Background: an optimization exercise with open tools, aiming at small area and a short achievable clock period. Do not read the settings as production practice.
At most, simulation tests tie the RTL to the original design; equivalence was not proved.
The clock input has no modelled driver; a real chip could not lean on it and would need a root buffer or a full tree.
Power and IR drop assume default switching activity.

build 36:
Design cpu_top, start of the top module:
module cpu_top (
    input  logic                         clk,
    input  logic                         rstn,
    input  logic                         instr_valid,
    input  logic [31:0]                  instr,
    output logic                         retire_valid,
    output logic                         retire_we,
    output logic [32-1:0]         retire_pc,
    output logic [5-1:0]   retire_rd,
    output logic [32-1:0]         retire_data,
    output logic [16-1:0] retire_count
);
==> flow/config.mk <==
export PLATFORM = sky130hd
export DESIGN_NAME = cpu_top
export DESIGN_NICKNAME = cpu_top
export VERILOG_FILES = /design/flow/design.v
export SDC_FILE = /design/flow/constraint.sdc
export NUM_CORES = 8
export LEC_CHECK = 0
export CAP_MARGIN = 20
export CORE_MARGIN = 2
export CORE_UTILIZATION = 40
export SLEW_MARGIN = 20
export SYNTH_HIERARCHICAL = 1
==> flow/constraint.sdc <==
create_clock -name core_clock -period 10.0 [get_ports {clk}]
set_input_delay 2.0000 -clock core_clock [delete_from_list [all_inputs] [get_ports {clk}]]
set_output_delay 2.0000 -clock core_clock [all_outputs]
set_load 0.01 [all_outputs]
standard.sh (not shown) runs the stock make flow with config.mk's settings and CLKGATE_MAP_FILE= SYNTH_SCRIPT=/design/flow/synth_recipe.tcl, a recipe that flattens the netlist after the stock synthesis.
==> flow/flow/run.sh <==
#!/bin/bash
# the standard layout, but for the clock tree, and with timing repair aimed
# below the design's period (repair_timing works until each path has
# SETUP_SLACK_MARGIN ns of slack).
#   1. standard.sh up to placement, with buf_2 as the port buffer cell
#   2. flow/cts.tcl in place of ORFS's cts step: a two-level clock tree of
#      clkbuf_16 (the clock port drives 4 roots, each root 16 leaves, each
#      leaf a compact cluster of about 20 flip-flops), then ORFS's timing
#      repair, area recovery (flow/downsize.tcl) and legalisation
#   3. standard.sh on to the end
# each step's output goes to its own log here; ORFS's own logs are in orfs/logs.
set -euo pipefail
M=7.0
bash standard.sh SETUP_SLACK_MARGIN=$M "BUFFER_PORTS_ARGS=-buffer_cell sky130_fd_sc_hd__buf_2" place > log_1_place.log 2>&1
bash standard.sh SETUP_SLACK_MARGIN=$M vars > log_2_vars.log 2>&1
P=${FLOW_PLATFORM:-sky130hd}
(
  set +u
  source orfs/objects/$P/cpu_top/base/vars.sh
  export SCRIPTS_DIR=$FLOW_HOME/scripts
  export FLOW_CLOCK_PORT=clk
  export FLOW_CTS_LEAVES=64
  export FLOW_CTS_ROOTS=4
  export FLOW_CTS_LEAF_CELL=sky130_fd_sc_hd__clkbuf_16
  export FLOW_CTS_ROOT_CELL=sky130_fd_sc_hd__clkbuf_16
  openroad -no_splash -exit -metrics "$LOG_DIR/4_1_cts.json" flow/cts.tcl > "$LOG_DIR/4_1_cts.log" 2>&1
) > log_3_cts.log 2>&1
cp orfs/logs/$P/cpu_top/base/4_1_cts.log log_3_cts.log
cp orfs/results/$P/cpu_top/base/4_1_cts.odb orfs/results/$P/cpu_top/base/4_cts.odb
bash standard.sh SETUP_SLACK_MARGIN=$M finish > log_4_finish.log 2>&1
Other scripts of this flow, unchanged in this note and not shown: flow/flow/cts.tcl, flow/flow/downsize.tcl
#### Input delta (trial 90 over build 36)
diff --git a/flow/design.v b/flow/design.v
--- a/flow/design.v
+++ b/flow/design.v
@@ -172,28 +172,24 @@
 module rf_and_or (
     input  logic [31:0] d,
     input  logic [31:0] h,
     output logic        q,
     output logic        qn
 );
     logic [10:0] g;
-    logic [3:0]  n;
-    logic [1:0]  r;
+    logic [2:0]  n;
     for (genvar k = 0; k < 10; k++) begin : g_aoi
         rf_aoi3 u_aoi (.d(d[3*k +: 3]), .h(h[3*k +: 3]), .y(g[k]));
     end
     rf_aoi2 u_aoi_last (.d(d[31:30]), .h(h[31:30]), .y(g[10]));
-    rf_nand3 u_n0 (.a(g[2:0]), .y(n[0]));
-    rf_nand3 u_n1 (.a(g[5:3]), .y(n[1]));
-    rf_nand3 u_n2 (.a(g[8:6]), .y(n[2]));
-    rf_nand2 u_n3 (.a(g[10:9]), .y(n[3]));
-    rf_nor2  u_r0 (.a(n[1:0]), .y(r[0]));
-    rf_nor2  u_r1 (.a(n[3:2]), .y(r[1]));
-    rf_nand2 u_q  (.a(r), .y(q));
-    rf_and2  u_qn (.a(r), .y(qn));
+    rf_nand4 u_n0 (.a(g[3:0]), .y(n[0]));
+    rf_nand4 u_n1 (.a(g[7:4]), .y(n[1]));
+    rf_nand3 u_n2 (.a(g[10:8]), .y(n[2]));
+    rf_or3   u_or (.a(n), .y(q));
+    rf_nor3  u_nor (.a(n), .y(qn));
 endmodule
 module rf_aoi3 (
     input  logic [2:0] d,
     input  logic [2:0] h,
     output logic       y
 );
     assign y = !((d[0] && h[0]) || (d[1] && h[1]) || (d[2] && h[2]));
@@ -201,37 +197,37 @@
 module rf_aoi2 (
     input  logic [1:0] d,
     input  logic [1:0] h,
     output logic       y
 );
     assign y = !((d[0] && h[0]) || (d[1] && h[1]));
 endmodule
-module rf_nand3 (
-    input  logic [2:0] a,
+module rf_nand4 (
+    input  logic [3:0] a,
     output logic       y
 );
     assign y = !(&a);
 endmodule
-module rf_nor2 (
-    input  logic [1:0] a,
+module rf_nand3 (
+    input  logic [2:0] a,
     output logic       y
 );
-    assign y = !(|a);
+    assign y = !(&a);
 endmodule
-module rf_nand2 (
-    input  logic [1:0] a,
+module rf_or3 (
+    input  logic [2:0] a,
     output logic       y
 );
-    assign y = !(&a);
+    assign y = |a;
 endmodule
-module rf_and2 (
-    input  logic [1:0] a,
+module rf_nor3 (
+    input  logic [2:0] a,
     output logic       y
 );
-    assign y = &a;
+    assign y = !(|a);
 endmodule
 `timescale 1ns/1ps
 module alu_exec (
     input  logic [31:0] a,
     input  logic [31:0] bx,
     input  logic        sub,
     input  logic        s_add,
@@ -455,45 +451,42 @@
         f_lo_a   <= pa_lo;
         f_hi_a   <= pa_hi;
         f_fwd_b  <= pb_fwd;
         f_thru_b <= pb_thru;
         f_lo_b   <= pb_lo;
         f_hi_b   <= pb_hi;
     end
-    logic        w_we;
-    logic [4:0]  w_rd;
-    logic [31:0] w_data;
     logic [31:1][31:0] regs;
     logic [31:1] vld;
     logic [31:0] rs1_data;
     logic [31:0] rs2_data;
     logic [31:0] rs2_data_n;
     logic [31:1] wen;
-    rf_wdec u_wdec (.we(w_we), .rd(w_rd), .wen(wen));
+    rf_wdec u_wdec (.we(retire_we), .rd(retire_rd), .wen(wen));
     always_ff @(posedge clk or negedge rstn) begin
         if (!rstn) begin
             vld <= '0;
         end else begin
             vld <= vld | wen;
         end
     end
     always_ff @(posedge clk) begin
         for (int i = 1; i < 32; i++) begin
             if (wen[i]) begin
-                regs[i] <= w_data;
+                regs[i] <= retire_data;
             end
         end
     end
     logic [31:0] sel_a;
     logic [31:0] sel_b;
     rf_sel u_sel_a (.vld(vld), .thru(f_thru_a), .lo(f_lo_a), .hi(f_hi_a), .sel(sel_a));
     rf_sel u_sel_b (.vld(vld), .thru(f_thru_b), .lo(f_lo_b), .hi(f_hi_b), .sel(sel_b));
     logic [31:0] rs1_data_n;
-    reg_file u_rf_a (.regs(regs), .wr_data(w_data), .sel(sel_a), .rd_data(rs1_data), .rd_data_n(rs1_data_n));
-    reg_file u_rf_b (.regs(regs), .wr_data(w_data), .sel(sel_b), .rd_data(rs2_data), .rd_data_n(rs2_data_n));
+    reg_file u_rf_a (.regs(regs), .wr_data(retire_data), .sel(sel_a), .rd_data(rs1_data), .rd_data_n(rs1_data_n));
+    reg_file u_rf_b (.regs(regs), .wr_data(retire_data), .sel(sel_b), .rd_data(rs2_data), .rd_data_n(rs2_data_n));
     logic        e_valid;
     logic [31:0] alu_result;
     logic [31:0] alu_result_n;
     logic [31:0] op_a_nxt;
     logic [31:0] op_bx_nxt;
     logic        sub_nxt, s_add_nxt, s_x_nxt, s_g_nxt, s_r_nxt, s_l_nxt, s_lt_nxt;
     logic        sltu_nxt, sra_nxt;
@@ -573,29 +566,23 @@
         .count_nxt    (count_nxt),
         .pc_hi_nxt    (pc_hi_nxt)
     );
     always_ff @(posedge clk or negedge rstn) begin
         if (!rstn) begin
             retire_valid <= 1'b0;
             retire_we    <= 1'b0;
-            w_we         <= 1'b0;
             retire_count <= '0;
             pc_hi        <= '0;
         end else begin
             retire_valid <= e_valid;
             retire_we    <= e_valid && e_we;
-            w_we         <= e_we;
             retire_count <= count_nxt;
             pc_hi        <= pc_hi_nxt;
         end
     end
     always_ff @(posedge clk) begin
         pc_lo       <= retire_count;
         retire_rd   <= e_rd;
         retire_data <= alu_result;
-        if (e_we) begin
-            w_rd   <= e_rd;
-            w_data <= alu_result;
-        end
     end
     assign retire_pc = {pc_hi, pc_lo, 2'b00};
 endmodule
==> run notes <==
Trial 90: flow completed, timing, DRC and antenna clean
Trial 90 vs. build 36: data arrival time of the critical path +0.07 ns; total of cells resized after clock tree synthesis rose 124; number of core rows moved down; share of the clock period used by the worst path after layout increased by 0.66 points relative to the old numbers.
The register-to-register slack of trial 90 is lower than that of build 36.
On global-route wire length before repair, build 36 beats trial 90.
Compared with build 36, trial 90 shows a higher number of buffers and inverters on the critical path.
Taking build 36 as the reference, in trial 90 hold slack saw a decrease; setup slack saw a decrease; reported net switching power saw an increase.
Function not checked in build 36: the RTL went through the layout flow alone. In every run of this note, the design's own scripts or RTL, not TritonCTS, make the clock network.

afterwards: timing with drivers on the ports:
No port has a modelled driver above. Below, the same layouts with a new extraction and two added sets of constraints.
Step 1 sets driving cells, clkbuf_16 on the clock port and buf_2 on the other inputs (assumed; they add their load-dependent delay and slew).
Step 2 also shifts input and output timing later by t, the mid clock arrival at the registers, as if the neighbouring blocks saw the same clock.
Three values: ideal, step 1, step 2; two values: the first two.
run | shift t [ns] | slack for setup (ns) | worst setup path after step 2
build 36 | 0.676 | 6.887 / 6.726 / 6.402 | input to register
trial 90 | 0.705 | 6.821 / 6.635 / 6.556 | input to register
After both steps every run listed still meets setup and hold. For build 36, which loses most, drivers alone change the setup slack by -0.161 ns; drivers and shift together by -0.485 ns.
